From an optimization exercise on the open Yosys and OpenROAD flow, aimed at small area and few clock cycles per item; shortcuts taken in it are not production practice.
In this exercise RTL edits were held to simulation tests only and were not proved equivalent to the original.

==> flow/design.v (outline; a module is shown in full before it is edited, if it fits) <==
// module escc_sum_q: 151 lines
// module escc_sum_r: 79 lines
// module escc_sum_q4: 31 lines
// module escc_sum_days: 135 lines
// module escc_sum_sod: 79 lines
// module escc_sum_r4: 86 lines
// module escc_sum_hh: 19 lines
// module escc_sum_rs: 34 lines
// module escc_sum_tot: 197 lines
// module escc_sum_min: 41 lines
// module escc_dpath: 185 lines
// module epoch_seconds_calendar_converter: 57 lines
module epoch_seconds_calendar_converter (
  input  logic        clk,
  input  logic        rst_n,
  input  logic        in_valid,
  output logic        in_ready,
  input  logic        in_op,
  input  logic [31:0] in_epoch_seconds,
  input  logic [7:0]  in_year,
  input  logic [3:0]  in_month,
  input  logic [4:0]  in_day,
  input  logic [4:0]  in_hour,
  input  logic [5:0]  in_minute,
  input  logic [5:0]  in_second,
  output logic        out_valid,
  input  logic        out_ready,
  output logic [31:0] res_seconds,
  output logic [7:0]  res_year,
  output logic [3:0]  res_month,
  output logic [4:0]  res_day,
  output logic [4:0]  res_hour,
  output logic [5:0]  res_minute,
  output logic [5:0]  res_second,
  output logic [1:0]  status
);
  // ...
==> flow/flow/run.sh <==
#!/bin/bash
# The standard layout (bash standard.sh) with these changes:
#  - synthesis skips the ABC pass inside Yosys's generic synth script (SYNTH_ARGS=-noabc),
#    so the full adders that extract_fa finds keep the polarity the RTL gives them
#    (the final technology mapping by ABC still runs);
#  - the port buffers that global placement inserts are sky130_fd_sc_hd__buf_1;
#  - clock tree synthesis uses sky130_fd_sc_hd__clkbuf_8 and adds no dummy loads.
# Each step's full output goes to its own log file here; ORFS keeps its per-step logs
# under orfs/logs/.
set -euo pipefail
export BUFFER_PORTS_ARGS="-buffer_cell sky130_fd_sc_hd__buf_1"
export CTS_ARGS="-sink_clustering_enable -repair_clock_nets -buf_list sky130_fd_sc_hd__clkbuf_8 -dont_use_dummy_load"
bash standard.sh "SYNTH_ARGS=-noabc" synth > synth.log 2>&1
bash standard.sh "SYNTH_ARGS=-noabc" "BUFFER_PORTS_ARGS=$BUFFER_PORTS_ARGS" "CTS_ARGS=$CTS_ARGS" \
  finish > layout.log 2>&1
==> flow/standard.sh <==
#!/bin/bash
# synth_recipe.tcl (not shown) runs the flow's synth.tcl, then flattens the netlist and writes it again
# the make line also repeats each setting of config.mk as NAME=value (left out here)
make -C /OpenROAD-flow-scripts/flow DESIGN_CONFIG=/design/flow/config.mk WORK_HOME=/design/flow/orfs CLKGATE_MAP_FILE= SYNTH_SCRIPT=/design/flow/synth_recipe.tcl "${@:-finish}"
==> flow/config.mk <==
export PLATFORM = sky130hd
export DESIGN_NAME = epoch_seconds_calendar_converter
export DESIGN_NICKNAME = epoch_seconds_calendar_converter
export VERILOG_FILES = /design/flow/design.v
export SDC_FILE = /design/flow/constraint.sdc
export NUM_CORES = 4
export LEC_CHECK = 0
export CAP_MARGIN = 20
export CORE_MARGIN = 2
export CORE_UTILIZATION = 40
export CTS_BUF_LIST = sky130_fd_sc_hd__clkbuf_8
export SLEW_MARGIN = 20
==> flow/constraint.sdc <==
create_clock -name core_clock -period 8.0 [get_ports {clk}]
set_input_delay 1.6000 -clock core_clock [delete_from_list [all_inputs] [get_ports {clk}]]
set_output_delay 1.6000 -clock core_clock [all_outputs]
set_load 0.01 [all_outputs]
==> impl_metrics.env, run 1 <==
export IMPL_status="timing/DRC/antenna clean"
export IMPL_worstMarginPinSlew_ps=979.9
export IMPL_synth_top_area_share=0.3698
export IMPL_critPathCapture="u_dp.r2[32]"
export IMPL_synthTopCellsByCount="fa_1 (283), inv_1 (153), ha_1 (143)"
export IMPL_viasPerCell=4.915
export IMPL_core_region_area_mm2=0.03767
export IMPL_synth_xor_area_frac=0.04279
export IMPL_met3_usage=0.02042
export IMPL_async_reset_ff_frac=0
export IMPL_reg2reg_slack_ps=390
export IMPL_instances_no_fill=1949
export IMPL_first_global_vias=10310
export IMPL_final_hold_viol_count=0
export IMPL_grt_max_degree=75
export IMPL_tapCellCount=511
export IMPL_insertion_delay_ps=440
export IMPL_synth_adder_area_share=0.4872
export IMPL_cp_startpoint="u_dp.r1[22]"
export IMPL_post_synth_mux_area_share=0.05570
Testbench counts, summed over its fixed seeds: cycles 3,224, items 3,200.
==> module escc_sum_q4, before the edit <==
module escc_sum_q4 (
  input  logic [15:0] nq,
  output logic [7:0] s
);
  wire w1 = ~nq[10] ^ nq[12] ^ nq[9];
  wire w2 = (~nq[10] & nq[12]) | (~nq[10] & nq[9]) | (nq[12] & nq[9]);
  wire w3 = nq[10] ^ nq[11] ^ ~nq[13];
  wire w4 = (nq[10] & nq[11]) | (nq[10] & ~nq[13]) | (nq[11] & ~nq[13]);
  wire w5 = nq[9] ^ ~w2 ^ w3;
  wire w6 = (nq[9] & ~w2) | (nq[9] & w3) | (~w2 & w3);
  wire w7 = nq[11] ^ nq[12] ^ ~nq[14];
  wire w8 = (nq[11] & nq[12]) | (nq[11] & ~nq[14]) | (nq[12] & ~nq[14]);
  wire w9 = w4 ^ w7 ^ w6;
  wire w10 = (w4 & w7) | (w4 & w6) | (w7 & w6);
  wire w11 = nq[12] ^ nq[13] ^ ~nq[15];
  wire w12 = (nq[12] & nq[13]) | (nq[12] & ~nq[15]) | (nq[13] & ~nq[15]);
  wire w13 = w8 ^ w11 ^ w10;
  wire w14 = (w8 & w11) | (w8 & w10) | (w11 & w10);
  wire w15 = nq[13] ^ nq[14] ^ w12;
  wire w16 = (nq[13] & nq[14]) | (nq[13] & w12) | (nq[14] & w12);
  wire w17 = nq[14] ^ nq[15] ^ w16;
  wire w18 = (nq[14] & nq[15]) | (nq[14] & w16) | (nq[15] & w16);
  wire w19 = w14 ^ w15;
  wire w20 = w14 & w15;
  wire w21 = w17 ^ w20;
  wire w22 = w17 & w20;
  wire w23 = w18 ^ ~nq[15] ^ w22;
  wire w24 = (w18 & ~nq[15]) | (w18 & w22) | (~nq[15] & w22);
  wire w25 = nq[15] ^ w24;
  assign s = {w25, w23, w21, w19, w13, w9, w5, ~w1};
endmodule
==> run 2, diff against run 1 <==
--- a/flow/design.v
+++ b/flow/design.v
@@ -264,32 +264,34 @@
   input  logic [15:0] nq,
   output logic [7:0] s
 );
-  wire w1 = ~nq[10] ^ nq[12] ^ nq[9];
-  wire w2 = (~nq[10] & nq[12]) | (~nq[10] & nq[9]) | (nq[12] & nq[9]);
-  wire w3 = nq[10] ^ nq[11] ^ ~nq[13];
-  wire w4 = (nq[10] & nq[11]) | (nq[10] & ~nq[13]) | (nq[11] & ~nq[13]);
-  wire w5 = nq[9] ^ ~w2 ^ w3;
-  wire w6 = (nq[9] & ~w2) | (nq[9] & w3) | (~w2 & w3);
-  wire w7 = nq[11] ^ nq[12] ^ ~nq[14];
-  wire w8 = (nq[11] & nq[12]) | (nq[11] & ~nq[14]) | (nq[12] & ~nq[14]);
-  wire w9 = w4 ^ w7 ^ w6;
-  wire w10 = (w4 & w7) | (w4 & w6) | (w7 & w6);
-  wire w11 = nq[12] ^ nq[13] ^ ~nq[15];
-  wire w12 = (nq[12] & nq[13]) | (nq[12] & ~nq[15]) | (nq[13] & ~nq[15]);
-  wire w13 = w8 ^ w11 ^ w10;
-  wire w14 = (w8 & w11) | (w8 & w10) | (w11 & w10);
-  wire w15 = nq[13] ^ nq[14] ^ w12;
-  wire w16 = (nq[13] & nq[14]) | (nq[13] & w12) | (nq[14] & w12);
-  wire w17 = nq[14] ^ nq[15] ^ w16;
-  wire w18 = (nq[14] & nq[15]) | (nq[14] & w16) | (nq[15] & w16);
-  wire w19 = w14 ^ w15;
-  wire w20 = w14 & w15;
-  wire w21 = w17 ^ w20;
-  wire w22 = w17 & w20;
-  wire w23 = w18 ^ ~nq[15] ^ w22;
-  wire w24 = (w18 & ~nq[15]) | (w18 & w22) | (~nq[15] & w22);
-  wire w25 = nq[15] ^ w24;
-  assign s = {w25, w23, w21, w19, w13, w9, w5, ~w1};
+  wire w1 = nq[9] ^ nq[11] ^ nq[12];
+  wire w2 = (nq[9] & nq[11]) | (nq[9] & nq[12]) | (nq[11] & nq[12]);
+  wire w3 = nq[10] ^ nq[12] ^ nq[13];
+  wire w4 = (nq[10] & nq[12]) | (nq[10] & nq[13]) | (nq[12] & nq[13]);
+  wire w5 = nq[11] ^ nq[13] ^ nq[14];
+  wire w6 = (nq[11] & nq[13]) | (nq[11] & nq[14]) | (nq[13] & nq[14]);
+  wire w7 = nq[12] ^ nq[14] ^ nq[15];
+  wire w8 = (nq[12] & nq[14]) | (nq[12] & nq[15]) | (nq[14] & nq[15]);
+  wire w9 = nq[15] ^ ~nq[13] ^ w8;
+  wire w10 = (nq[15] & ~nq[13]) | (nq[15] & w8) | (~nq[13] & w8);
+  wire w11 = nq[14] ^ nq[13] ^ w10;
+  wire w12 = (nq[14] & nq[13]) | (nq[14] & w10) | (nq[13] & w10);
+  wire w13 = nq[15] ^ w1;
+  wire w14 = nq[15] & w1;
+  wire w15 = w2 ^ w3 ^ w14;
+  wire w16 = (w2 & w3) | (w2 & w14) | (w3 & w14);
+  wire w17 = w4 ^ w5 ^ w16;
+  wire w18 = (w4 & w5) | (w4 & w16) | (w5 & w16);
+  wire w19 = w6 ^ w7 ^ w18;
+  wire w20 = (w6 & w7) | (w6 & w18) | (w7 & w18);
+  wire w21 = w9 ^ w20;
+  wire w22 = w9 & w20;
+  wire w23 = w11 ^ w22;
+  wire w24 = w11 & w22;
+  wire w25 = w12 ^ ~nq[15] ^ w24;
+  wire w26 = (w12 & ~nq[15]) | (w12 & w24) | (~nq[15] & w24);
+  wire w27 = nq[15] ^ w26;
+  assign s = {w27, w25, w23, w21, w19, w17, w15, w13};
 endmodule
 module escc_sum_days (
   input  logic [7:0] y,
==> run 2 against run 1 <==
Compared with the run above: still clean on timing, DRC and antenna; register-to-register slack got worse by 70 ps; global-route usage barely moved; clock skew fell by 1.5 ps; worst hold slack improved by 20 ps; die area fell by 0.56%; synthesized area fell by 0.56%; fmax fell by 0.88%.
==> impl_metrics.env, run 2 <==
export IMPL_status="timing/DRC/antenna clean"
export IMPL_worst_setup_path_end_kind="flop"
export IMPL_routed_via_count=9524
export IMPL_synth_net_count=1771
export IMPL_grt_max_degree=75
export IMPL_finalWirelength_mm=30.90
export IMPL_crit_fanout=5
export IMPL_final_area_mm2=0.01666
export IMPL_crit_top_cell="fa_1"
export IMPL_slowest_delay_ps=470
export IMPL_cts_tree="built"
export IMPL_ys_seq_area_frac=0.2208
export IMPL_async_reset_ff_frac=0
export IMPL_cp_start_kind="flop"
export IMPL_pin_count=141
export IMPL_drc=0
export IMPL_clockBufferDepth=2
export IMPL_synth_edf_count=110
export IMPL_ys_types=64
export IMPL_synth_compound_area_frac=0.06570
export IMPL_antenna_found_initial=0
export IMPL_setup_violations=0
export IMPL_cp_startpoint="u_dp.r1[22]"
export IMPL_crit_family="adder cells"
export IMPL_cap_violations=0
export IMPL_rsz0062_at_grt="no"
export IMPL_drive_gt1_frac=0.07279
export IMPL_syn_area_mm2=0.01523
export IMPL_min_path_type="flop to flop"
export IMPL_drt_iter0_drc=606
export IMPL_drv_slew=0
export IMPL_holdBufCountCts=0
export IMPL_ant_nets=0
export IMPL_initial_core_util=0.4054
export IMPL_synthCells=1276
export IMPL_max_slew_margin=0.3629
export IMPL_final_setup_tns_ps=0
export IMPL_min_period_ps=7676
export IMPL_hold_path_startpoint="valid_r[1]"
export IMPL_dieArea_mm2=0.03966
export IMPL_first_pass_iters=5
export IMPL_synth_area_per_cell_um2=11.94
export IMPL_r2r_end="u_dp.r2[32]"
export IMPL_r2r_start="u_dp.r1[22]"
export IMPL_final_hold_viol_count=0
export IMPL_core_region_area_mm2=0.03758
export IMPL_synthTopCellsByCount="fa_1 (281), inv_1 (152), ha_1 (143)"
export IMPL_multi_input_area_mm2=0.01118
export IMPL_reg2reg_slack_ps=320
export IMPL_h_tree_depth=4
export IMPL_period_share=0.9595
export IMPL_viasPerCell=4.945
export IMPL_post_synth_mux_area_share=0.06020
export IMPL_ys_warn_count=2
export IMPL_max_freq_ghz=0.1303
export IMPL_diodes=0
export IMPL_nFillCells=3543
export IMPL_placed_cell_area_mm2=0.01637
export IMPL_largest_register_ffs=37
export IMPL_synth_area_top_cells="fa_1 (37%), edfxtp_1 (22%), ha_1 (12%)"
export IMPL_cp_slowest_cell="fa_1"
export IMPL_largest_register="u_dp.r2"
export IMPL_ys_seq_elements=113
export IMPL_synth_xor_area_frac=0.04230
export IMPL_post_route_util=0.4433
export IMPL_yosys_area_share_simple=0.07679
export IMPL_final_nets=1912
export IMPL_regArea_mm2=0.003363
export IMPL_synth_top_family_by_area="adder cells"
export IMPL_cts_buffers=17
export IMPL_cts_root_buf="clkbuf_8"
export IMPL_min_to="valid_r[2]"
export IMPL_insertion_delay_ps=450
export IMPL_place_congestion=0.8535
export IMPL_mostFrequentLayoutCells="fa_1 (281), inv_1 (151), ha_1 (141)"
export IMPL_holdPathStages=2
export IMPL_synth_ff_type="edfxtp_1"
export IMPL_grt_usage=0.1678
export IMPL_first_global_vias=10360
export IMPL_yosysMostFrequentCell="fa_1"
export IMPL_reg_top3="u_dp.r2: 37 flops, u_dp.r3: 35 flops, u_dp.r1: 34 flops"
export IMPL_layout_commonest_cell="fa_1"
export IMPL_dp_hpwl_mm=25.53
export IMPL_die_w_um=199.2
export IMPL_critPathRequiredTime_ps=8190
export IMPL_synth_adder_area_share=0.4874
export IMPL_ff2ff_path_depth=26
export IMPL_crit_type="flop to flop"
export IMPL_die_y_um=199.2
export IMPL_area_delta_synth_final_pct=9.354
export IMPL_grt_pass1_wl_mm=51.90
export IMPL_synth_top_area_share=0.3693
export IMPL_portBuffers=140
export IMPL_wl_per_cell_um=16.04
export IMPL_cp_arrival_ps=7860
export IMPL_clkTransAtPathRegs_ps=70
export IMPL_crit_buf_inv=0
export IMPL_worstMarginPinSlew_ps=952.5
export IMPL_finClkSkew_ps=22.35
export IMPL_cts_sinks=113
export IMPL_globalRouteOverflowTotal=0
export IMPL_row_count=71
export IMPL_yosysTopAreaCell="fa_1"
## run 2: metal layers
layer,global-route usage,up-vias,share of wire
li1,-,4533,-
met1,0.2196,4776,0.46
met4,0.04063,0,0.013
met5,0,-,0
met2,0.2953,190,0.50
met3,0.02194,25,0.035
## run 2: worst max-delay path by stage
| stage | to | cells past startpoint |
|---|---|---|
| 3_5_place_dp | u_dp.r2[32] | 27 |
| 3_3_place_gp | u_dp.r2[32] | 27 |
| 4_1_cts | u_dp.r2[32] | 27 |
| 2_1_floorplan | u_dp.r3[26] | 17 |
| 6_report | u_dp.r2[32] | 26 |
| 5_1_grt | u_dp.r2[32] | 26 |
## run 2: cell families after synthesis
family / Yosys count
adders and majority gates: 425
xor gates and xnor gates: 71
DFF: 113
and+or+nand+nor: 236
AOI/OAI and AO/OA: 158
buffers and inverters: 188
muxes: 85
## run 2: what timing repair did
| action | CTS | global route |
|---|---|---|
| hold endpoints to repair | 0 | 0 |
| gates resized for setup | 0 | 5 |
| buffers inserted | 0 | 3 |
| endpoints found under the setup margin | 0 | 2 |
## run 2: cell type report
class | instances | share of cell area
multi-input combinational | 975 | 0.6713
sequential | 113 | 0.2019
timing repair buffer | 158 | 0.04018
tap | 511 | 0.03838
inverter | 152 | 0.03425
clock buffer | 17 | 0.01404
## run 2: worst register-to-register path, delay by kind of cell (launching register included)
family                   cells  cell delay, ps
adder cells (fa/ha/maj)     15            5120
AO/OA/AOI/OAI                5             980
AND/OR/NAND/NOR              4             590
flip-flops                   1             440
multiplexers                 1             140
XOR/XNOR                     1             120
## run 2: metrics by stage
step / instances / setup slack (ps) / hold slack, ps
5_1_grt: 1926 / 10.76 / 516.7
6_report: 1926 / 324.3 / 476.7
2_1_floorplan: 1276 / 544.1 / 424.4
3_5_place_dp: 1905 / 299.8 / 462.5
3_3_place_gp: 1905 / 428.9 / 448.8
4_1_cts: 1922 / 274.2 / 480.1
Testbench counts of run 2, summed over its fixed seeds: cycles 3,224, items 3,200.
==> run 3, diff against run 2 <==
==> flow/flow/run.sh (replaced) <==
#!/bin/bash
# The standard layout (bash standard.sh) with these changes:
#  - synthesis skips the ABC pass inside Yosys's generic synth script (SYNTH_ARGS=-noabc),
#    so the full adders that extract_fa finds keep the polarity the RTL gives them
#    (the final technology mapping by ABC still runs);
#  - the port buffers that global placement inserts are sky130_fd_sc_hd__buf_1;
#  - clock tree synthesis uses sky130_fd_sc_hd__clkbuf_4 and adds no dummy loads.
# Each step's full output goes to its own log file here; ORFS keeps its per-step logs
# under orfs/logs/.
set -euo pipefail
export BUFFER_PORTS_ARGS="-buffer_cell sky130_fd_sc_hd__buf_1"
export CTS_ARGS="-sink_clustering_enable -repair_clock_nets -buf_list sky130_fd_sc_hd__clkbuf_4 -dont_use_dummy_load"
bash standard.sh "SYNTH_ARGS=-noabc" synth > synth.log 2>&1
bash standard.sh "SYNTH_ARGS=-noabc" "BUFFER_PORTS_ARGS=$BUFFER_PORTS_ARGS" "CTS_ARGS=$CTS_ARGS" \
  finish > layout.log 2>&1
--- a/flow/config.mk
+++ b/flow/config.mk
@@ -8,5 +8,5 @@
 export CAP_MARGIN = 20
 export CORE_MARGIN = 2
 export CORE_UTILIZATION = 40
-export CTS_BUF_LIST = sky130_fd_sc_hd__clkbuf_8
+export CTS_BUF_LIST = sky130_fd_sc_hd__clkbuf_4
 export SLEW_MARGIN = 20
==> run 3 against run 2 <==
Compared with the run above: fmax down 0.16%; clock skew grew 17 ps; sequential cell count did not move; core utilization shrank 0.28 points; sequential share of layout area up 0.13 points; register-to-register slack is essentially flat; routed wire length is essentially flat; synthesized area did not move; clock-buffer cell count is the same; critical endpoint unchanged; highest routed layer unchanged.
==> impl_metrics.env, run 3 <==
export IMPL_drive_gt1_frac=0.07279
export IMPL_cts_sinks=113
export IMPL_status="timing/DRC/antenna clean"
export IMPL_portBuffers=140
export IMPL_routed_via_count=9565
export IMPL_wl_met1_mm=14.10
export IMPL_viasPerCell=4.964
export IMPL_hold_slack_ps=495.7
export IMPL_synthCells=1276
export IMPL_max_freq_ghz=0.1301
export IMPL_grt_usage=0.1678
export IMPL_cts_buffers=17
export IMPL_instances_no_fill=1927
export IMPL_synth_area_per_cell_um2=11.94
export IMPL_crit_type="flop to flop"
export IMPL_nFillCells=3547
export IMPL_drt_iter0_drc=596
export IMPL_final_hold_viol_count=0
export IMPL_ys_warn_count=2
export IMPL_reg_top3="u_dp.r2: 37 flops, u_dp.r3: 35 flops, u_dp.r1: 34 flops"
export IMPL_final_setup_tns_ps=0
export IMPL_initial_core_util=0.4054
export IMPL_max_slew_margin=0.3629
export IMPL_crit_family="adder cells"
export IMPL_grt_pass1_wl_mm=52.03
export IMPL_synth_net_count=1771
export IMPL_antenna_found_initial=1
export IMPL_drc=0
export IMPL_cap_violations=0
export IMPL_cts_tree="built"
export IMPL_dp_hpwl_mm=25.53
export IMPL_cp_slowest_cell="fa_1"
export IMPL_top_layer="met4"
export IMPL_wl_per_cell_um=16.05
export IMPL_critPathRequiredTime_ps=8270
export IMPL_place_congestion=0.8535
export IMPL_clkTransAtPathRegs_ps=110
export IMPL_grt_max_degree=75
export IMPL_layout_commonest_cell="fa_1"
export IMPL_min_path_type="flop to flop"
export IMPL_async_reset_ff_frac=0
export IMPL_post_synth_mux_area_share=0.06020
export IMPL_worst_setup_path_end_kind="flop"
export IMPL_finClkSkew_ps=39.17
export IMPL_dieArea_mm2=0.03966
export IMPL_h_tree_depth=4
export IMPL_die_y_um=199.2
export IMPL_first_pass_iters=6
export IMPL_syn_area_mm2=0.01523
export IMPL_insertion_delay_ps=540
export IMPL_cp_arrival_ps=7960
export IMPL_yosysMostFrequentCell="fa_1"
export IMPL_ys_types=64
export IMPL_synth_xor_area_frac=0.04230
export IMPL_yosys_area_share_simple=0.07679
export IMPL_drv_slew=0
export IMPL_place_inst=1905
export IMPL_ys_seq_area_frac=0.2208
export IMPL_synth_top_area_share=0.3693
export IMPL_area_delta_synth_final_pct=8.673
export IMPL_core_region_area_mm2=0.03758
export IMPL_slowest_delay_ps=480
export IMPL_period_share=0.9610
export IMPL_synth_area_top_cells="fa_1 (37%), edfxtp_1 (22%), ha_1 (12%)"
export IMPL_cp_start_kind="flop"
export IMPL_largest_register_ffs=37
export IMPL_die_w_um=199.2
export IMPL_synthTopCellsByCount="fa_1 (281), inv_1 (152), ha_1 (143)"
export IMPL_crit_top_cell="fa_1"
export IMPL_row_count=71
export IMPL_rsz0062_at_grt="no"
export IMPL_worstMarginPinSlew_ps=952.5
export IMPL_cts_root_buf="clkbuf_4"
export IMPL_yosysTopAreaCell="fa_1"
export IMPL_synth_compound_area_frac=0.06570
export IMPL_setup_violations=0
export IMPL_crit_fanout=5
export IMPL_clockBufferDepth=2
export IMPL_synth_adder_area_share=0.4874
export IMPL_largest_register="u_dp.r2"
export IMPL_pin_count=141
export IMPL_min_period_ps=7688
export IMPL_final_nets=1912
export IMPL_synth_ff_type="edfxtp_1"
export IMPL_ys_seq_elements=113
export IMPL_finalWorstSetupSlack_ps=311.7
export IMPL_first_global_vias=10350
export IMPL_synth_top_family_by_area="adder cells"
export IMPL_multi_input_area_mm2=0.01118
export IMPL_met2WireLength_mm=15.34
export IMPL_crit_buf_inv=0
export IMPL_dp_slack_ps=299.8
export IMPL_regArea_mm2=0.003363
export IMPL_globalRouteOverflowTotal=0
export IMPL_synth_edf_count=110
export IMPL_mostFrequentLayoutCells="fa_1 (281), inv_1 (151), ha_1 (141)"
export IMPL_ant_nets=0
export IMPL_route_met3_wl_mm=1.113
export IMPL_finalWirelength_mm=30.93
[run 3: cell counts after synthesis]
Identical to the previous run, type by type.
[run 3: layout make-up]
class                   instances  share of cell area
diodes                          1           0.0001511
clock buffers                  17            0.007709
inverters                     152             0.03446
multi-input cells             975              0.6755
flip-flops and latches        113              0.2031
well taps                     511             0.03862
repair buffers                158             0.04043
[run 3: cell families after synthesis]
logic type	count (synthesis)
AOI/OAI and AO/OA	158
muxes	85
adders and majority gates	425
and+or+nand+nor	236
DFF	113
xor gates and xnor gates	71
buffers and inverters	188
[run 3: path summary, 6_finish.rpt]
kind,startpoint,endpoint,slack [ps],cells after the start
worst max-delay path,u_dp.r1[22],u_dp.r2[32],310,26
worst min-delay path,valid_r[1],valid_r[2],500,2
worst max register to register,u_dp.r1[22],u_dp.r2[32],310,26
worst min register to register,valid_r[1],valid_r[2],500,2
[run 3: layer usage]
layer | vias to the layer above | GRT usage
met5 | - | 0
met3 | 25 | 0.02127
met1 | 4805 | 0.2211
li1 | 4536 | -
met2 | 199 | 0.2944
met4 | 0 | 0.04008
[run 3: per-stage QoR]
stage                     utilization  area (µm²)
final                          0.4406       16560
after global routing           0.4406       16560
after CTS                      0.4392       16500
after detailed placement       0.4358       16370
after global placement         0.4358       16370
after floorplan                     -       15230
[run 3: timing repair]
action / CTS / global route
gates resized for setup: 0 / 5
hold buffers: 0 / 0
endpoints found under the setup margin: 0 / 2
buffers inserted: 0 / 3
[run 3: worst register-to-register path: stages (launching register included)]
cell       delay (ps)
edfxtp_1          450
ha_2              250
or2_1             280
o21ai_2           240
nand3_2           130
a222oi_1          400
a2bb2oi_1         190
o22ai_1            90
nand2_1           110
fa_1              200
fa_1              430
fa_1              400
fa_1              480
ha_1              220
fa_1              380
fa_1              390
fa_1              380
fa_1              390
fa_1              400
ha_1              210
fa_1              380
fa_1              380
ha_1              240
mux2i_1           140
xnor2_1           120
nand2_1            80
o21ai_0            70
==> module escc_sum_days, before the edit <==
module escc_sum_days (
  input  logic [7:0] y,
  input  logic [8:0] cum,
  input  logic [4:0] dm1,
  input  logic [0:0] c0,
  input  logic [0:0] c1,
  output logic [15:0] s
);
  wire w1 = y[0] ^ y[2] ^ cum[0];
  wire w2 = (y[0] & y[2]) | (y[0] & cum[0]) | (y[2] & cum[0]);
  wire w3 = dm1[0] ^ c0[0] ^ c1[0];
  wire w4 = (dm1[0] & c0[0]) | (dm1[0] & c1[0]) | (c0[0] & c1[0]);
  wire w5 = y[1] ^ y[3] ^ cum[1];
  wire w6 = (y[1] & y[3]) | (y[1] & cum[1]) | (y[3] & cum[1]);
  wire w7 = dm1[1] ^ w2 ^ w4;
  wire w8 = (dm1[1] & w2) | (dm1[1] & w4) | (w2 & w4);
  wire w9 = y[2] ^ y[0] ^ y[4];
  wire w10 = (y[2] & y[0]) | (y[2] & y[4]) | (y[0] & y[4]);
  wire w11 = cum[2] ^ dm1[2] ^ w6;
  wire w12 = (cum[2] & dm1[2]) | (cum[2] & w6) | (dm1[2] & w6);
  wire w13 = w9 ^ w8 ^ w11;
  wire w14 = (w9 & w8) | (w9 & w11) | (w8 & w11);
  wire w15 = y[3] ^ y[1] ^ y[0];
  wire w16 = (y[3] & y[1]) | (y[3] & y[0]) | (y[1] & y[0]);
  wire w17 = y[5] ^ cum[3] ^ dm1[3];
  wire w18 = (y[5] & cum[3]) | (y[5] & dm1[3]) | (cum[3] & dm1[3]);
  wire w19 = w10 ^ w15 ^ w17;
  wire w20 = (w10 & w15) | (w10 & w17) | (w15 & w17);
  wire w21 = w12 ^ w19 ^ w14;
  wire w22 = (w12 & w19) | (w12 & w14) | (w19 & w14);
  wire w23 = y[4] ^ y[2] ^ y[1];
  wire w24 = (y[4] & y[2]) | (y[4] & y[1]) | (y[2] & y[1]);
  wire w25 = y[6] ^ cum[4] ^ dm1[4];
  wire w26 = (y[6] & cum[4]) | (y[6] & dm1[4]) | (cum[4] & dm1[4]);
  wire w27 = w16 ^ w18 ^ w23;
  wire w28 = (w16 & w18) | (w16 & w23) | (w18 & w23);
  wire w29 = w25 ^ w20 ^ w27;
  wire w30 = (w25 & w20) | (w25 & w27) | (w20 & w27);
  wire w31 = y[5] ^ y[3] ^ y[2];
  wire w32 = (y[5] & y[3]) | (y[5] & y[2]) | (y[3] & y[2]);
  wire w33 = y[0] ^ y[7] ^ cum[5];
  wire w34 = (y[0] & y[7]) | (y[0] & cum[5]) | (y[7] & cum[5]);
  wire w35 = w24 ^ w26 ^ w31;
  wire w36 = (w24 & w26) | (w24 & w31) | (w26 & w31);
  wire w37 = w33 ^ w28 ^ w35;
  wire w38 = (w33 & w28) | (w33 & w35) | (w28 & w35);
  wire w39 = y[6] ^ y[4] ^ y[3];
  wire w40 = (y[6] & y[4]) | (y[6] & y[3]) | (y[4] & y[3]);
  wire w41 = y[1] ^ y[0] ^ cum[6];
  wire w42 = (y[1] & y[0]) | (y[1] & cum[6]) | (y[0] & cum[6]);
  wire w43 = w32 ^ w34 ^ w39;
  wire w44 = (w32 & w34) | (w32 & w39) | (w34 & w39);
  wire w45 = w41 ^ w36 ^ w43;
  wire w46 = (w41 & w36) | (w41 & w43) | (w36 & w43);
  wire w47 = y[7] ^ y[5] ^ y[4];
  wire w48 = (y[7] & y[5]) | (y[7] & y[4]) | (y[5] & y[4]);
  wire w49 = y[2] ^ y[1] ^ cum[7];
  wire w50 = (y[2] & y[1]) | (y[2] & cum[7]) | (y[1] & cum[7]);
  wire w51 = w40 ^ w42 ^ w47;
  wire w52 = (w40 & w42) | (w40 & w47) | (w42 & w47);
  wire w53 = w49 ^ w44 ^ w51;
  wire w54 = (w49 & w44) | (w49 & w51) | (w44 & w51);
  wire w55 = y[6] ^ y[5] ^ y[3];
  wire w56 = (y[6] & y[5]) | (y[6] & y[3]) | (y[5] & y[3]);
  wire w57 = y[2] ^ y[0] ^ cum[8];
  wire w58 = (y[2] & y[0]) | (y[2] & cum[8]) | (y[0] & cum[8]);
  wire w59 = w48 ^ w50 ^ w55;
  wire w60 = (w48 & w50) | (w48 & w55) | (w50 & w55);
  wire w61 = w57 ^ w52 ^ w59;
  wire w62 = (w57 & w52) | (w57 & w59) | (w52 & w59);
  wire w63 = y[7] ^ y[6] ^ y[4];
  wire w64 = (y[7] & y[6]) | (y[7] & y[4]) | (y[6] & y[4]);
  wire w65 = y[3] ^ y[1] ^ w56;
  wire w66 = (y[3] & y[1]) | (y[3] & w56) | (y[1] & w56);
  wire w67 = w58 ^ w63 ^ w60;
  wire w68 = (w58 & w63) | (w58 & w60) | (w63 & w60);
  wire w69 = w65 ^ w62 ^ w67;
  wire w70 = (w65 & w62) | (w65 & w67) | (w62 & w67);
  wire w71 = y[7] ^ y[5] ^ y[4];
  wire w72 = (y[7] & y[5]) | (y[7] & y[4]) | (y[5] & y[4]);
  wire w73 = y[2] ^ w64 ^ w71;
  wire w74 = (y[2] & w64) | (y[2] & w71) | (w64 & w71);
  wire w75 = w66 ^ w73 ^ w68;
  wire w76 = (w66 & w73) | (w66 & w68) | (w73 & w68);
  wire w77 = y[6] ^ y[5] ^ y[3];
  wire w78 = (y[6] & y[5]) | (y[6] & y[3]) | (y[5] & y[3]);
  wire w79 = w72 ^ w77 ^ w74;
  wire w80 = (w72 & w77) | (w72 & w74) | (w77 & w74);
  wire w81 = y[7] ^ y[6] ^ y[4];
  wire w82 = (y[7] & y[6]) | (y[7] & y[4]) | (y[6] & y[4]);
  wire w83 = w78 ^ w81 ^ w80;
  wire w84 = (w78 & w81) | (w78 & w80) | (w81 & w80);
  wire w85 = y[7] ^ y[5] ^ w82;
  wire w86 = (y[7] & y[5]) | (y[7] & w82) | (y[5] & w82);
  wire w87 = w1 ^ w3;
  wire w88 = w1 & w3;
  wire w89 = w5 ^ w7 ^ w88;
  wire w90 = (w5 & w7) | (w5 & w88) | (w7 & w88);
  wire w91 = w13 ^ w90;
  wire w92 = w13 & w90;
  wire w93 = w21 ^ w92;
  wire w94 = w21 & w92;
  wire w95 = w22 ^ w29 ^ w94;
  wire w96 = (w22 & w29) | (w22 & w94) | (w29 & w94);
  wire w97 = w30 ^ w37 ^ w96;
  wire w98 = (w30 & w37) | (w30 & w96) | (w37 & w96);
  wire w99 = w38 ^ w45 ^ w98;
  wire w100 = (w38 & w45) | (w38 & w98) | (w45 & w98);
  wire w101 = w46 ^ w53 ^ w100;
  wire w102 = (w46 & w53) | (w46 & w100) | (w53 & w100);
  wire w103 = w54 ^ w61 ^ w102;
  wire w104 = (w54 & w61) | (w54 & w102) | (w61 & w102);
  wire w105 = w69 ^ w104;
  wire w106 = w69 & w104;
  wire w107 = w70 ^ w75 ^ w106;
  wire w108 = (w70 & w75) | (w70 & w106) | (w75 & w106);
  wire w109 = w76 ^ w79 ^ w108;
  wire w110 = (w76 & w79) | (w76 & w108) | (w79 & w108);
  wire w111 = w83 ^ w110;
  wire w112 = w83 & w110;
  wire w113 = w84 ^ w85;
  wire w114 = w84 & w85;
  wire w115 = y[6] ^ w86 ^ w114;
  wire w116 = (y[6] & w86) | (y[6] & w114) | (w86 & w114);
  wire w117 = y[7] ^ w116;
  wire w118 = w84 ^ w85 ^ 1'b1;
  wire w119 = (w84 & w85) | (w84 & 1'b1) | (w85 & 1'b1);
  wire w120 = y[6] ^ w86 ^ w119;
  wire w121 = (y[6] & w86) | (y[6] & w119) | (w86 & w119);
  wire w122 = y[7] ^ w121;
  wire w123 = (w118 & w112) | (w113 & ~w112);
  wire w124 = (w120 & w112) | (w115 & ~w112);
  wire w125 = (w122 & w112) | (w117 & ~w112);
  assign s = {w125, w124, w123, w111, w109, w107, w105, w103, w101, w99, w97, w95, w93, w91, w89, w87};
endmodule
==> module escc_dpath, before the edit <==
module escc_dpath (
  input  logic        clk,
  input  logic        en,
  input  logic        op,
  input  logic [31:0] epoch_seconds,
  input  logic [7:0]  year,
  input  logic [3:0]  month,
  input  logic [4:0]  day,
  input  logic [4:0]  hour,
  input  logic [5:0]  minute,
  input  logic [5:0]  second,
  output logic [31:0] res_seconds,
  output logic [7:0]  res_year,
  output logic [3:0]  res_month,
  output logic [4:0]  res_day,
  output logic [4:0]  res_hour,
  output logic [5:0]  res_minute,
  output logic [5:0]  res_second,
  output logic [1:0]  status
);
  logic [24:0] a;
  logic [18:0] qs;
  logic [15:0] q_a;
  logic        bad_a;
  assign a = epoch_seconds[31:7];
  escc_sum_q u_q (.a(a), .s(qs));
  assign q_a = qs[18:3];
  logic feb, short_m;
  assign feb     = (month == 4'd2);
  assign short_m = feb || (month == 4'd4) || (month == 4'd6) || (month == 4'd9) ||
                   (month == 4'd11);
  assign bad_a = (year > escc_pkg::MAX_YEAR_OFS) || (month == 4'd0) || (month > 4'd12) ||
                 (day == 5'd0) || ((day == 5'd31) && short_m) || ((day == 5'd30) && feb) ||
                 ((day == 5'd29) && feb && !escc_pkg::is_leap(year)) ||
                 (hour > 5'd23) || (minute > 6'd59) || (second > 6'd59);
  logic        op_b, bad_b;
  logic [33:0] r1;
  always_ff @(posedge clk) begin
    if (en) begin
      op_b  <= op;
      bad_b <= bad_a;
      r1    <= op ? {year, month, day, hour, minute, second}
                  : {~q_a, epoch_seconds[17:0]};
    end
  end
  logic [15:0] q_b, nq_b;    
  logic [10:0] alo_b;
  logic [6:0]  lo_b;
  logic [10:0] rest_b;      
  logic        e_b;
  logic [7:0]  q4s;
  logic [5:0]  nq4_b;
  assign nq_b  = r1[33:18];
  assign q_b   = ~nq_b;
  assign alo_b = r1[17:7];
  assign lo_b  = r1[6:0];
  escc_sum_r u_r (.a(alo_b), .nq(nq_b[10:0]), .s(rest_b));
  assign e_b = (rest_b >= 11'd675);
  escc_sum_q4 u_q4 (.nq(nq_b), .s(q4s));
  assign nq4_b = q4s[7:2];
  logic [7:0]  y_b;
  logic [3:0]  m_b;
  logic [4:0]  d_b, h_b;
  logic [5:0]  mi_b, s_b;
  logic [8:0]  cum;
  logic [15:0] days1_b;
  logic [16:0] sod1_b;
  assign {y_b, m_b, d_b, h_b, mi_b, s_b} = r1;
  assign cum = escc_pkg::month_start(m_b);
  escc_sum_days u_days1 (.y(y_b), .cum(cum), .dm1(d_b - 5'd1), .c0(y_b[1:0] == 2'd3),
                         .c1(escc_pkg::is_leap(y_b) && (m_b > 4'd2)), .s(days1_b));
  escc_sum_sod u_sod1 (.h(h_b), .mi(mi_b), .sc(s_b), .s(sod1_b));
  logic        op_c;
  logic [36:0] r2, r2_op0;
  assign r2_op0 = {q_b[11:0], nq4_b, rest_b, lo_b, e_b};
  always_ff @(posedge clk) begin
    if (en) begin
      op_c <= op_b;
      r2   <= {r2_op0[36:34], op_b ? {bad_b, days1_b, sod1_b} : r2_op0[33:0]};
    end
  end
  logic [11:0] q_c;
  logic [5:0]  nq4_c;
  logic [10:0] rest_c;
  logic [6:0]  lo_c;
  logic        e_c;
  logic [11:0] r4;
  logic [2:0]  cnt;
  logic [8:0]  tsel;
  logic [8:0]  doy_c;
  assign {q_c, nq4_c, rest_c, lo_c, e_c} = r2;
  escc_sum_r4 u_r4 (.q(q_c), .nq4(nq4_c), .e(e_c), .s(r4));
  always_comb begin
    if      (r4 >= 12'd2556) begin cnt = 3'd7; tsel = 9'(2556); end
    else if (r4 >= 12'd2191) begin cnt = 3'd6; tsel = 9'(2191); end
    else if (r4 >= 12'd1826) begin cnt = 3'd5; tsel = 9'(1826); end
    else if (r4 >= 12'd1461) begin cnt = 3'd4; tsel = 9'(1461); end
    else if (r4 >= 12'd1095) begin cnt = 3'd3; tsel = 9'(1095); end
    else if (r4 >= 12'd730)  begin cnt = 3'd2; tsel = 9'(730);  end
    else if (r4 >= 12'd365)  begin cnt = 3'd1; tsel = 9'(365);  end
    else                     begin cnt = 3'd0; tsel = 9'd0;     end
  end
  assign doy_c  = r4[8:0] - tsel;
  logic [6:0]  hs;
  logic [5:0]  hh;
  logic [12:0] rs, nrs;
  logic        eh;
  logic [11:0] rsec_c;
  logic [4:0]  hour_c;
  escc_sum_hh u_hh (.r(rest_c), .s(hs));
  assign hh = hs[6:1];
  escc_sum_rs u_rs (.x({rest_c[5:0], lo_c}), .h(hh), .s(nrs));
  assign rs = ~nrs;
  assign eh     = (rs >= 13'd3600);
  assign rsec_c = eh ? 12'(rs - 13'd3600) : rs[11:0];
  assign hour_c = 5'(hh + 6'(eh) - (e_c ? 6'd24 : 6'd0));
  logic        bad_c;
  logic [15:0] days1_c;
  logic [16:0] sod1_c;
  logic [32:0] tot_c;
  assign bad_c   = r2[33];
  assign days1_c = r2[32:17];
  assign sod1_c  = r2[16:0];
  escc_sum_tot u_tot (.days(days1_c), .sod(sod1_c), .s(tot_c));
  logic        op_d;
  logic [34:0] r3, r3_op0;
  assign r3_op0 = {nq4_c, cnt, doy_c, hour_c, rsec_c};
  always_ff @(posedge clk) begin
    if (en) begin
      op_d <= op_c;
      r3   <= {r3_op0[34], op_c ? {bad_c, tot_c} : r3_op0[33:0]};
    end
  end
  logic [5:0]  nq4_d;
  logic [2:0]  cnt_d;
  logic [7:0]  yr_d;
  logic [8:0]  doy_d;
  logic        leap_d;
  logic [4:0]  hour_d;
  logic [11:0] rsec_d;
  assign {nq4_d, cnt_d, doy_d, hour_d, rsec_d} = r3;
  assign yr_d   = {~nq4_d, 2'b00} + {5'd0, cnt_d} - 8'd1;
  assign leap_d = (cnt_d[1:0] == 2'd3);
  logic [3:0] hi, mi, mon;
  logic [4:0] lo, cut;
  logic       later, past;
  logic [4:0] mday;
  assign hi    = doy_d[8:5];
  assign lo    = doy_d[4:0];
  assign cut   = escc_pkg::month_cut(hi);
  assign later = leap_d && (hi != 4'd0);
  assign past = later ? (lo > cut) : (lo >= cut);
  assign mi    = hi + {3'd0, past};
  assign mon   = mi + 4'd1;
  assign mday  = lo + escc_pkg::month_off(mi) - {4'd0, leap_d && (mi >= 4'd2)};
  logic [9:0]  yq;
  logic [10:0] ms;
  logic [5:0]  mn, sc;
  assign yq = rsec_d[11:2];
  escc_sum_min u_mn (.y(yq), .s(ms));
  assign mn = ms[10:5];
  assign sc = 6'(rsec_d[5:0] + {mn[3:0], 2'b00});
  always_comb begin
    res_seconds = '0;
    res_year    = '0;
    res_month   = '0;
    res_day     = '0;
    res_hour    = '0;
    res_minute  = '0;
    res_second  = '0;
    status      = escc_pkg::ST_OK;
    if (op_d) begin
      if (r3[33])        status = escc_pkg::ST_RANGE;
      else if (r3[32])   status = escc_pkg::ST_OVF;
      else               res_seconds = r3[31:0];
    end else begin
      res_year   = yr_d;
      res_month  = mon;
      res_day    = mday;
      res_hour   = hour_d;
      res_minute = mn;
      res_second = sc;
    end
  end
endmodule
==> run 4, diff against run 3 <==
--- a/flow/design.v
+++ b/flow/design.v
@@ -301,76 +301,76 @@
   input  logic [0:0] c1,
   output logic [15:0] s
 );
-  wire w1 = y[0] ^ y[2] ^ cum[0];
-  wire w2 = (y[0] & y[2]) | (y[0] & cum[0]) | (y[2] & cum[0]);
-  wire w3 = dm1[0] ^ c0[0] ^ c1[0];
-  wire w4 = (dm1[0] & c0[0]) | (dm1[0] & c1[0]) | (c0[0] & c1[0]);
-  wire w5 = y[1] ^ y[3] ^ cum[1];
-  wire w6 = (y[1] & y[3]) | (y[1] & cum[1]) | (y[3] & cum[1]);
-  wire w7 = dm1[1] ^ w2 ^ w4;
-  wire w8 = (dm1[1] & w2) | (dm1[1] & w4) | (w2 & w4);
+  wire w1 = y[0] ^ y[2] ^ c0[0];
+  wire w2 = (y[0] & y[2]) | (y[0] & c0[0]) | (y[2] & c0[0]);
+  wire w3 = dm1[0] ^ c1[0] ^ w1;
+  wire w4 = (dm1[0] & c1[0]) | (dm1[0] & w1) | (c1[0] & w1);
+  wire w5 = y[1] ^ y[3] ^ dm1[1];
+  wire w6 = (y[1] & y[3]) | (y[1] & dm1[1]) | (y[3] & dm1[1]);
+  wire w7 = w2 ^ w4 ^ w5;
+  wire w8 = (w2 & w4) | (w2 & w5) | (w4 & w5);
   wire w9 = y[2] ^ y[0] ^ y[4];
   wire w10 = (y[2] & y[0]) | (y[2] & y[4]) | (y[0] & y[4]);
-  wire w11 = cum[2] ^ dm1[2] ^ w6;
-  wire w12 = (cum[2] & dm1[2]) | (cum[2] & w6) | (dm1[2] & w6);
-  wire w13 = w9 ^ w8 ^ w11;
-  wire w14 = (w9 & w8) | (w9 & w11) | (w8 & w11);
+  wire w11 = w9 ^ dm1[2] ^ w6;
+  wire w12 = (w9 & dm1[2]) | (w9 & w6) | (dm1[2] & w6);
+  wire w13 = cum[2] ^ w8 ^ w11;
+  wire w14 = (cum[2] & w8) | (cum[2] & w11) | (w8 & w11);
   wire w15 = y[3] ^ y[1] ^ y[0];
   wire w16 = (y[3] & y[1]) | (y[3] & y[0]) | (y[1] & y[0]);
-  wire w17 = y[5] ^ cum[3] ^ dm1[3];
-  wire w18 = (y[5] & cum[3]) | (y[5] & dm1[3]) | (cum[3] & dm1[3]);
-  wire w19 = w10 ^ w15 ^ w17;
-  wire w20 = (w10 & w15) | (w10 & w17) | (w15 & w17);
-  wire w21 = w12 ^ w19 ^ w14;
-  wire w22 = (w12 & w19) | (w12 & w14) | (w19 & w14);
+  wire w17 = y[5] ^ w10 ^ w15;
+  wire w18 = (y[5] & w10) | (y[5] & w15) | (w10 & w15);
+  wire w19 = dm1[3] ^ w17 ^ cum[3];
+  wire w20 = (dm1[3] & w17) | (dm1[3] & cum[3]) | (w17 & cum[3]);
+  wire w21 = w12 ^ w14 ^ w19;
+  wire w22 = (w12 & w14) | (w12 & w19) | (w14 & w19);
   wire w23 = y[4] ^ y[2] ^ y[1];
   wire w24 = (y[4] & y[2]) | (y[4] & y[1]) | (y[2] & y[1]);
-  wire w25 = y[6] ^ cum[4] ^ dm1[4];
-  wire w26 = (y[6] & cum[4]) | (y[6] & dm1[4]) | (cum[4] & dm1[4]);
-  wire w27 = w16 ^ w18 ^ w23;
-  wire w28 = (w16 & w18) | (w16 & w23) | (w18 & w23);
-  wire w29 = w25 ^ w20 ^ w27;
-  wire w30 = (w25 & w20) | (w25 & w27) | (w20 & w27);
+  wire w25 = y[6] ^ w16 ^ w23;
+  wire w26 = (y[6] & w16) | (y[6] & w23) | (w16 & w23);
+  wire w27 = dm1[4] ^ w18 ^ w25;
+  wire w28 = (dm1[4] & w18) | (dm1[4] & w25) | (w18 & w25);
+  wire w29 = w27 ^ cum[4] ^ w20;
+  wire w30 = (w27 & cum[4]) | (w27 & w20) | (cum[4] & w20);
   wire w31 = y[5] ^ y[3] ^ y[2];
   wire w32 = (y[5] & y[3]) | (y[5] & y[2]) | (y[3] & y[2]);
-  wire w33 = y[0] ^ y[7] ^ cum[5];
-  wire w34 = (y[0] & y[7]) | (y[0] & cum[5]) | (y[7] & cum[5]);
-  wire w35 = w24 ^ w26 ^ w31;
-  wire w36 = (w24 & w26) | (w24 & w31) | (w26 & w31);
-  wire w37 = w33 ^ w28 ^ w35;
-  wire w38 = (w33 & w28) | (w33 & w35) | (w28 & w35);
+  wire w33 = y[0] ^ y[7] ^ w24;
+  wire w34 = (y[0] & y[7]) | (y[0] & w24) | (y[7] & w24);
+  wire w35 = w31 ^ w26 ^ w33;
+  wire w36 = (w31 & w26) | (w31 & w33) | (w26 & w33);
+  wire w37 = w28 ^ w35 ^ cum[5];
+  wire w38 = (w28 & w35) | (w28 & cum[5]) | (w35 & cum[5]);
   wire w39 = y[6] ^ y[4] ^ y[3];
   wire w40 = (y[6] & y[4]) | (y[6] & y[3]) | (y[4] & y[3]);
-  wire w41 = y[1] ^ y[0] ^ cum[6];
-  wire w42 = (y[1] & y[0]) | (y[1] & cum[6]) | (y[0] & cum[6]);
-  wire w43 = w32 ^ w34 ^ w39;
-  wire w44 = (w32 & w34) | (w32 & w39) | (w34 & w39);
-  wire w45 = w41 ^ w36 ^ w43;
-  wire w46 = (w41 & w36) | (w41 & w43) | (w36 & w43);
+  wire w41 = y[1] ^ y[0] ^ w32;
+  wire w42 = (y[1] & y[0]) | (y[1] & w32) | (y[0] & w32);
+  wire w43 = w39 ^ w34 ^ w41;
+  wire w44 = (w39 & w34) | (w39 & w41) | (w34 & w41);
+  wire w45 = w36 ^ w43 ^ cum[6];
+  wire w46 = (w36 & w43) | (w36 & cum[6]) | (w43 & cum[6]);
   wire w47 = y[7] ^ y[5] ^ y[4];
   wire w48 = (y[7] & y[5]) | (y[7] & y[4]) | (y[5] & y[4]);
-  wire w49 = y[2] ^ y[1] ^ cum[7];
-  wire w50 = (y[2] & y[1]) | (y[2] & cum[7]) | (y[1] & cum[7]);
-  wire w51 = w40 ^ w42 ^ w47;
-  wire w52 = (w40 & w42) | (w40 & w47) | (w42 & w47);
-  wire w53 = w49 ^ w44 ^ w51;
-  wire w54 = (w49 & w44) | (w49 & w51) | (w44 & w51);
+  wire w49 = y[2] ^ y[1] ^ w40;
+  wire w50 = (y[2] & y[1]) | (y[2] & w40) | (y[1] & w40);
+  wire w51 = w47 ^ w42 ^ w49;
+  wire w52 = (w47 & w42) | (w47 & w49) | (w42 & w49);
+  wire w53 = w44 ^ w51 ^ cum[7];
+  wire w54 = (w44 & w51) | (w44 & cum[7]) | (w51 & cum[7]);
   wire w55 = y[6] ^ y[5] ^ y[3];
   wire w56 = (y[6] & y[5]) | (y[6] & y[3]) | (y[5] & y[3]);
-  wire w57 = y[2] ^ y[0] ^ cum[8];
-  wire w58 = (y[2] & y[0]) | (y[2] & cum[8]) | (y[0] & cum[8]);
-  wire w59 = w48 ^ w50 ^ w55;
-  wire w60 = (w48 & w50) | (w48 & w55) | (w50 & w55);
-  wire w61 = w57 ^ w52 ^ w59;
-  wire w62 = (w57 & w52) | (w57 & w59) | (w52 & w59);
+  wire w57 = y[2] ^ y[0] ^ w48;
+  wire w58 = (y[2] & y[0]) | (y[2] & w48) | (y[0] & w48);
+  wire w59 = w55 ^ w50 ^ w57;
+  wire w60 = (w55 & w50) | (w55 & w57) | (w50 & w57);
+  wire w61 = w52 ^ w59 ^ cum[8];
+  wire w62 = (w52 & w59) | (w52 & cum[8]) | (w59 & cum[8]);
   wire w63 = y[7] ^ y[6] ^ y[4];
   wire w64 = (y[7] & y[6]) | (y[7] & y[4]) | (y[6] & y[4]);
   wire w65 = y[3] ^ y[1] ^ w56;
   wire w66 = (y[3] & y[1]) | (y[3] & w56) | (y[1] & w56);
-  wire w67 = w58 ^ w63 ^ w60;
-  wire w68 = (w58 & w63) | (w58 & w60) | (w63 & w60);
-  wire w69 = w65 ^ w62 ^ w67;
-  wire w70 = (w65 & w62) | (w65 & w67) | (w62 & w67);
+  wire w67 = w63 ^ w58 ^ w65;
+  wire w68 = (w63 & w58) | (w63 & w65) | (w58 & w65);
+  wire w69 = w60 ^ w67 ^ w62;
+  wire w70 = (w60 & w67) | (w60 & w62) | (w67 & w62);
   wire w71 = y[7] ^ y[5] ^ y[4];
   wire w72 = (y[7] & y[5]) | (y[7] & y[4]) | (y[5] & y[4]);
   wire w73 = y[2] ^ w64 ^ w71;
@@ -387,10 +387,10 @@
   wire w84 = (w78 & w81) | (w78 & w80) | (w81 & w80);
   wire w85 = y[7] ^ y[5] ^ w82;
   wire w86 = (y[7] & y[5]) | (y[7] & w82) | (y[5] & w82);
-  wire w87 = w1 ^ w3;
-  wire w88 = w1 & w3;
-  wire w89 = w5 ^ w7 ^ w88;
-  wire w90 = (w5 & w7) | (w5 & w88) | (w7 & w88);
+  wire w87 = cum[0] ^ w3;
+  wire w88 = cum[0] & w3;
+  wire w89 = cum[1] ^ w7 ^ w88;
+  wire w90 = (cum[1] & w7) | (cum[1] & w88) | (w7 & w88);
   wire w91 = w13 ^ w90;
   wire w92 = w13 & w90;
   wire w93 = w21 ^ w92;
@@ -884,6 +884,93 @@
   wire w35 = y[9] ^ w34;
   assign s = {w35, w33, w31, w29, w27, w25, w23, w21, w19, w17, w15};
 endmodule
+module escc_sum_hour (
+  input  logic [5:0] hh,
+  input  logic [0:0] eh,
+  input  logic [0:0] e,
+  output logic [4:0] s
+);
+  wire w1 = hh[4] ^ ~e[0] ^ hh[3];
+  wire w2 = hh[0] ^ eh[0];
+  wire w3 = hh[0] & eh[0];
+  wire w4 = hh[1] ^ w3;
+  wire w5 = hh[1] & w3;
+  wire w6 = hh[2] ^ w5;
+  wire w7 = hh[2] & w5;
+  wire w8 = e[0] ^ hh[3] ^ ~w7;
+  wire w9 = (e[0] & hh[3]) | (e[0] & ~w7) | (hh[3] & ~w7);
+  wire w10 = w1 ^ w9;
+  assign s = {~w10, ~w8, w6, w4, w2};
+endmodule
+module escc_sum_year (
+  input  logic [5:0] nq4,
+  input  logic [2:0] cnt,
+  output logic [7:0] s
+);
+  wire w1 = cnt[2] ^ cnt[1] ^ nq4[0];
+  wire w2 = (cnt[2] & cnt[1]) | (cnt[2] & nq4[0]) | (cnt[1] & nq4[0]);
+  wire w3 = ~nq4[0] ^ nq4[1] ^ w2;
+  wire w4 = (~nq4[0] & nq4[1]) | (~nq4[0] & w2) | (nq4[1] & w2);
+  wire w5 = ~nq4[1] ^ nq4[2] ^ w4;
+  wire w6 = (~nq4[1] & nq4[2]) | (~nq4[1] & w4) | (nq4[2] & w4);
+  wire w7 = ~nq4[2] ^ nq4[3] ^ w6;
+  wire w8 = (~nq4[2] & nq4[3]) | (~nq4[2] & w6) | (nq4[3] & w6);
+  wire w9 = ~nq4[3] ^ nq4[4] ^ w8;
+  wire w10 = (~nq4[3] & nq4[4]) | (~nq4[3] & w8) | (nq4[4] & w8);
+  wire w11 = ~nq4[4] ^ nq4[5] ^ w10;
+  wire w12 = cnt[0] ^ cnt[1];
+  wire w13 = cnt[0] & ~cnt[1];
+  wire w14 = w1 ^ w13;
+  wire w15 = w1 & w13;
+  wire w16 = w3 ^ w15;
+  wire w17 = w3 & w15;
+  wire w18 = w5 ^ w17;
+  wire w19 = w5 & w17;
+  wire w20 = w7 ^ w19;
+  wire w21 = w7 & w19;
+  wire w22 = w9 ^ w21;
+  wire w23 = w9 & w21;
+  wire w24 = w11 ^ w23;
+  assign s = {w24, w22, w20, w18, w16, w14, ~w12, ~cnt[0]};
+endmodule
+module escc_sum_sec (
+  input  logic [5:0] rs,
+  input  logic [3:0] mn,
+  output logic [5:0] s
+);
+  wire w1 = rs[2] ^ mn[0];
+  wire w2 = rs[2] & mn[0];
+  wire w3 = rs[3] ^ mn[1] ^ w2;
+  wire w4 = (rs[3] & mn[1]) | (rs[3] & w2) | (mn[1] & w2);
+  wire w5 = rs[4] ^ mn[2] ^ w4;
+  wire w6 = (rs[4] & mn[2]) | (rs[4] & w4) | (mn[2] & w4);
+  wire w7 = rs[5] ^ mn[3] ^ w6;
+  assign s = {w7, w5, w3, w1, rs[1], rs[0]};
+endmodule
+module escc_sum_day (
+  input  logic [4:0] lo,
+  input  logic [4:0] off,
+  input  logic [0:0] la,
+  output logic [4:0] s
+);
+  wire w1 = ~off[0] ^ la[0] ^ lo[0];
+  wire w2 = (~off[0] & la[0]) | (~off[0] & lo[0]) | (la[0] & lo[0]);
+  wire w3 = off[1] ^ lo[0] ^ ~lo[1];
+  wire w4 = (off[1] & lo[0]) | (off[1] & ~lo[1]) | (lo[0] & ~lo[1]);
+  wire w5 = off[2] ^ lo[1] ^ ~lo[2];
+  wire w6 = (off[2] & lo[1]) | (off[2] & ~lo[2]) | (lo[1] & ~lo[2]);
+  wire w7 = off[3] ^ lo[2] ^ ~lo[3];
+  wire w8 = (off[3] & lo[2]) | (off[3] & ~lo[3]) | (lo[2] & ~lo[3]);
+  wire w9 = off[4] ^ lo[3] ^ ~lo[4];
+  wire w10 = w2 ^ w3;
+  wire w11 = ~w2 & w3;
+  wire w12 = w4 ^ w5 ^ w11;
+  wire w13 = (w4 & w5) | (w4 & w11) | (w5 & w11);
+  wire w14 = w6 ^ w7 ^ w13;
+  wire w15 = (w6 & w7) | (w6 & w13) | (w7 & w13);
+  wire w16 = w8 ^ w9 ^ w15;
+  assign s = {w16, w14, w12, ~w10, ~w1};
+endmodule
 module escc_dpath (
   input  logic        clk,
   input  logic        en,
@@ -999,7 +1086,7 @@
   assign rs = ~nrs;
   assign eh     = (rs >= 13'd3600);
   assign rsec_c = eh ? 12'(rs - 13'd3600) : rs[11:0];
-  assign hour_c = 5'(hh + 6'(eh) - (e_c ? 6'd24 : 6'd0));
+  escc_sum_hour u_hour (.hh(hh), .eh(eh), .e(e_c), .s(hour_c));
   logic        bad_c;
   logic [15:0] days1_c;
   logic [16:0] sod1_c;
@@ -1025,7 +1112,7 @@
   logic [4:0]  hour_d;
   logic [11:0] rsec_d;
   assign {nq4_d, cnt_d, doy_d, hour_d, rsec_d} = r3;
-  assign yr_d   = {~nq4_d, 2'b00} + {5'd0, cnt_d} - 8'd1;
+  escc_sum_year u_year (.nq4(nq4_d), .cnt(cnt_d), .s(yr_d));
   assign leap_d = (cnt_d[1:0] == 2'd3);
   logic [3:0] hi, mi, mon;
   logic [4:0] lo, cut;
@@ -1038,14 +1125,14 @@
   assign past = later ? (lo > cut) : (lo >= cut);
   assign mi    = hi + {3'd0, past};
   assign mon   = mi + 4'd1;
-  assign mday  = lo + escc_pkg::month_off(mi) - {4'd0, leap_d && (mi >= 4'd2)};
+  escc_sum_day u_day (.lo(lo), .off(escc_pkg::month_off(mi)), .la(leap_d && (mi >= 4'd2)), .s(mday));
   logic [9:0]  yq;
   logic [10:0] ms;
   logic [5:0]  mn, sc;
   assign yq = rsec_d[11:2];
   escc_sum_min u_mn (.y(yq), .s(ms));
   assign mn = ms[10:5];
-  assign sc = 6'(rsec_d[5:0] + {mn[3:0], 2'b00});
+  escc_sum_sec u_sec (.rs(rsec_d[5:0]), .mn(mn[3:0]), .s(sc));
   always_comb begin
     res_seconds = '0;
     res_year    = '0;
==> flow/flow/run.sh (replaced) <==
#!/bin/bash
# The standard layout (bash standard.sh) with these changes:
#  - synthesis skips the ABC pass inside Yosys's generic synth script (SYNTH_ARGS=-noabc),
#    so the full adders that extract_fa finds keep the polarity the RTL gives them
#    (the final technology mapping by ABC still runs);
#  - the port buffers that global placement inserts are sky130_fd_sc_hd__buf_1;
#  - clock tree synthesis uses sky130_fd_sc_hd__clkbuf_4 and _8 and adds no dummy loads.
# Each step's full output goes to its own log file here; ORFS keeps its per-step logs
# under orfs/logs/.
set -euo pipefail
export BUFFER_PORTS_ARGS="-buffer_cell sky130_fd_sc_hd__buf_1"
export CTS_ARGS="-sink_clustering_enable -repair_clock_nets -buf_list {sky130_fd_sc_hd__clkbuf_4 sky130_fd_sc_hd__clkbuf_8} -dont_use_dummy_load"
bash standard.sh "SYNTH_ARGS=-noabc" synth > synth.log 2>&1
bash standard.sh "SYNTH_ARGS=-noabc" "BUFFER_PORTS_ARGS=$BUFFER_PORTS_ARGS" "CTS_ARGS=$CTS_ARGS" \
  finish > layout.log 2>&1
--- a/flow/config.mk
+++ b/flow/config.mk
@@ -8,5 +8,5 @@
 export CAP_MARGIN = 20
 export CORE_MARGIN = 2
 export CORE_UTILIZATION = 40
-export CTS_BUF_LIST = sky130_fd_sc_hd__clkbuf_4
+export CTS_BUF_LIST = sky130_fd_sc_hd__clkbuf_4 sky130_fd_sc_hd__clkbuf_8
 export SLEW_MARGIN = 20
==> run 4 against run 3 <==
Compared with the run above: sequential cell count is the same; die area shrank 0.47%; largest cell class unchanged; global-route usage shrank 0.052 points; via count shrank 3.2%; critical endpoint is now res_day[4]; sequential share of layout area is essentially flat.
==> impl_metrics.env, run 4 <==
export IMPL_slowest_delay_ps=550
export IMPL_grt_max_degree=75
export IMPL_core_region_area_mm2=0.03749
export IMPL_insertion_delay_ps=440
export IMPL_cp_start_kind="flop"
export IMPL_crit_fanout=11
export IMPL_grt_usage=0.1673
export IMPL_finalWirelength_mm=30.37
export IMPL_postCtsSetupRepairBufs=0
export IMPL_crit_top_cell="ha_1"
export IMPL_pin_count=141
export IMPL_grt_pass1_wl_mm=51.72
export IMPL_period_share=0.9233
export IMPL_yosys_area_share_simple=0.08425
export IMPL_synth_ff_type="edfxtp_1"
export IMPL_max_freq_ghz=0.1354
export IMPL_synthCells=1264
export IMPL_finClkSkew_ps=26.90
export IMPL_cp_arrival_ps=5790
export IMPL_cts_tree="built"
export IMPL_cts_root_buf="clkbuf_8"
export IMPL_rsz0062_at_grt="no"
export IMPL_synth_adder_area_share=0.4927
export IMPL_die_y_um=198.7
export IMPL_crit_type="flop to output pin"
export IMPL_initial_core_util=0.4044
export IMPL_post_route_util=0.4411
export IMPL_die_w_um=198.7
export IMPL_final_setup_tns_ps=0
export IMPL_h_tree_depth=4
export IMPL_drc=0
export IMPL_cts_sinks=113
export IMPL_mostFrequentLayoutCells="fa_1 (292), inv_1 (149), buf_1 (139)"
export IMPL_ys_warn_count=2
export IMPL_cts_buffers=17
export IMPL_critPathRequiredTime_ps=6400
export IMPL_reg_top3="u_dp.r2: 37 flops, u_dp.r3: 35 flops, u_dp.r1: 34 flops"
export IMPL_ys_seq_elements=113
export IMPL_clockBufferDepth=2
export IMPL_drt_iter0_drc=399
export IMPL_ys_seq_area_frac=0.2218
export IMPL_area_delta_synth_final_pct=9.069
export IMPL_place_congestion=0.8470
export IMPL_min_path_type="flop to flop"
export IMPL_worst_setup_path_end_kind="output pin"
export IMPL_ys_types=58
export IMPL_min_period_ps=7387
export IMPL_crit_path_cell_trace="nand2_1, a221oi_1, ha_1, a21oi_1, nor2b_1, o21ai_0, a32oi_1, ha_1, ha_1, inv_1, ha_1, nor3_1, o21ai_0, o31ai_1, fa_1, inv_1, ha_1, fa_1, fa_1, xnor2_1, xnor2_1, and3_1, nor3_1, buf_1"
export IMPL_largest_register="u_dp.r2"
export IMPL_yosysMostFrequentCell="fa_1"
export IMPL_dp_hpwl_mm=25.42
export IMPL_antenna_found_initial=1
export IMPL_holdBufCountCts=0
export IMPL_post_synth_mux_area_share=0.05917
export IMPL_wl_per_cell_um=15.89
export IMPL_largest_register_ffs=37
export IMPL_ant_nets=0
export IMPL_async_reset_ff_frac=0
export IMPL_worstMarginPinSlew_ps=953.9
export IMPL_yosysTopAreaCell="fa_1"
export IMPL_layout_commonest_cell="fa_1"
export IMPL_synth_edf_count=110
export IMPL_routed_via_count=9259
export IMPL_synth_net_count=1756
export IMPL_globalRouteOverflowTotal=0
export IMPL_syn_area_mm2=0.01516
export IMPL_synthTopCellsByCount="fa_1 (292), inv_1 (149), ha_1 (129)"
export IMPL_max_slew_margin=0.3641
export IMPL_drv_slew=0
export IMPL_synth_area_per_cell_um2=12.00
export IMPL_row_count=71
export IMPL_synth_top_area_share=0.3855
export IMPL_setup_violations=0
export IMPL_viasPerCell=4.845
export IMPL_synth_xor_area_frac=0.03730
export IMPL_first_pass_iters=5
export IMPL_synth_top_family_by_area="adder cells"
export IMPL_dieArea_mm2=0.03948
export IMPL_first_global_vias=10120
export IMPL_portBuffers=140
export IMPL_synth_compound_area_frac=0.05818
export IMPL_clkTransAtPathRegs_ps=70
export IMPL_synth_area_top_cells="fa_1 (39%), edfxtp_1 (22%), ha_1 (11%)"
export IMPL_cp_slowest_cell="edfxtp_1"
export IMPL_final_nets=1893
export IMPL_cap_violations=0
export IMPL_status="timing/DRC/antenna clean"
export IMPL_final_hold_viol_count=0
export IMPL_drive_gt1_frac=0.07005
-- run 4: cell types whose count changed after synthesis, moves of 7 or more --
cell and delta:
ha_1 -14, nor2b_1 +12, o21ai_1 -8, o21ai_0 +13, fa_1 +11, xnor2_1 -7
-- run 4: cells by family (layout without fill, tap and decap cells) --
logic type / after synthesis / count (layout)
adder cells (fa/ha/maj): 422 / 422
multiplexers: 83 / 83
XOR/XNOR: 62 / 62
AND/OR/NAND/NOR: 255 / 255
other: 0 / 1
buffers and inverters: 185 / 320
AO/OA/AOI/OAI: 144 / 144
flip-flops: 113 / 113
-- run 4: critical path: cells and delay by family, from the launching register on --
family,cells,cell delay (ps)
adders and majority gates,8,2660
AOI/OAI and AO/OA,6,990
DFF,1,550
and+or+nand+nor,5,550
buffers and inverters,3,340
xor gates and xnor gates,2,290
-- run 4: area by class of cell --
cell class | instances | area [µm²]
diodes | 1 | 2.502
clock buffers | 17 | 234.0
fillers | 3574 | 20950
inverters | 149 | 559.3
multi-input cells | 966 | 11110
flip-flops and latches | 113 | 3363
well taps | 511 | 639.4
repair buffers | 154 | 631.9
-- run 4: per-stage QoR --
step                worst slack [ps]  cell area [µm²]  hold WS (ps)  std cells
floorplan                      547.9            15160         420.6       1264
global placement               898.1            16290         449.1       1893
detailed placement             788.0            16290         453.6       1893
CTS                            512.6            16530         465.1       1910
global route                   157.7            16530         527.0       1910
finish                         613.4            16540         458.5       1911
-- run 4: layer usage --
layer / vias up / global-route usage / share of wire / wire length, µm
met4: 0 / 0.04118 / 0.014 / 416
met3: 18 / 0.02102 / 0.032 / 962
li1: 4438 / - / - / -
met1: 4630 / 0.2238 / 0.46 / 14080
met5: - / 0 / 0 / 0
met2: 173 / 0.2896 / 0.49 / 14910
-- run 4: timing repair --
| item | 4_1_cts | 5_1_grt |
|---|---|---|
| hold endpoints to repair | 0 | 0 |
| resized for setup | 0 | 1 |
| endpoints found under the setup margin | 0 | 1 |
-- run 4: path summary, 6_finish.rpt --
check	depth (start not counted)	startpoint	endpoint	slack, ps
max	24	u_dp.r3[23]	res_day[4]	610
min	2	valid_r[1]	valid_r[2]	460
max reg2reg	17	u_dp.r2[18]	u_dp.r3[26]	800
min reg2reg	2	valid_r[1]	valid_r[2]	460
Testbench counts of run 4, summed over its fixed seeds: cycles 3,224, items 3,200.

==> separate check: timing with driven ports <==
The flow's constraints put no driver on any port. The routed layouts listed below were extracted and timed again, unchanged, in two steps.
Step 1, drivers: a clkbuf_16 drives clk and a buf_2 each remaining input, both assumed.
Step 2 times the ports against the registers' clock, not the clock port: input delays grow and output delays shrink by t, the midpoint of the rising clock arrivals with the driver on.
Slacks: ideal / step 1 / step 2; pairs: ideal / step 1.
run	t, ns	setup WS [ns]	worst hold slack (ns)	latest minus earliest clock arrival (ns)	worst slew at a driven data input, ns
run 1	0.474	0.392 / 0.392 / 0.392	0.457 / 0.457 / 0.457	0.027 / 0.027	0.04
run 2	0.483	0.324 / 0.324 / 0.324	0.477 / 0.477 / 0.477	0.024 / 0.023	0.03
run 3	0.569	0.312 / 0.312 / 0.312	0.496 / 0.496 / 0.496	0.040 / 0.039	0.03
run 4	0.470	0.613 / 0.572 / 0.801	0.459 / 0.459 / 0.459	0.034 / 0.034	0.03
After both steps every run listed still meets setup and hold.
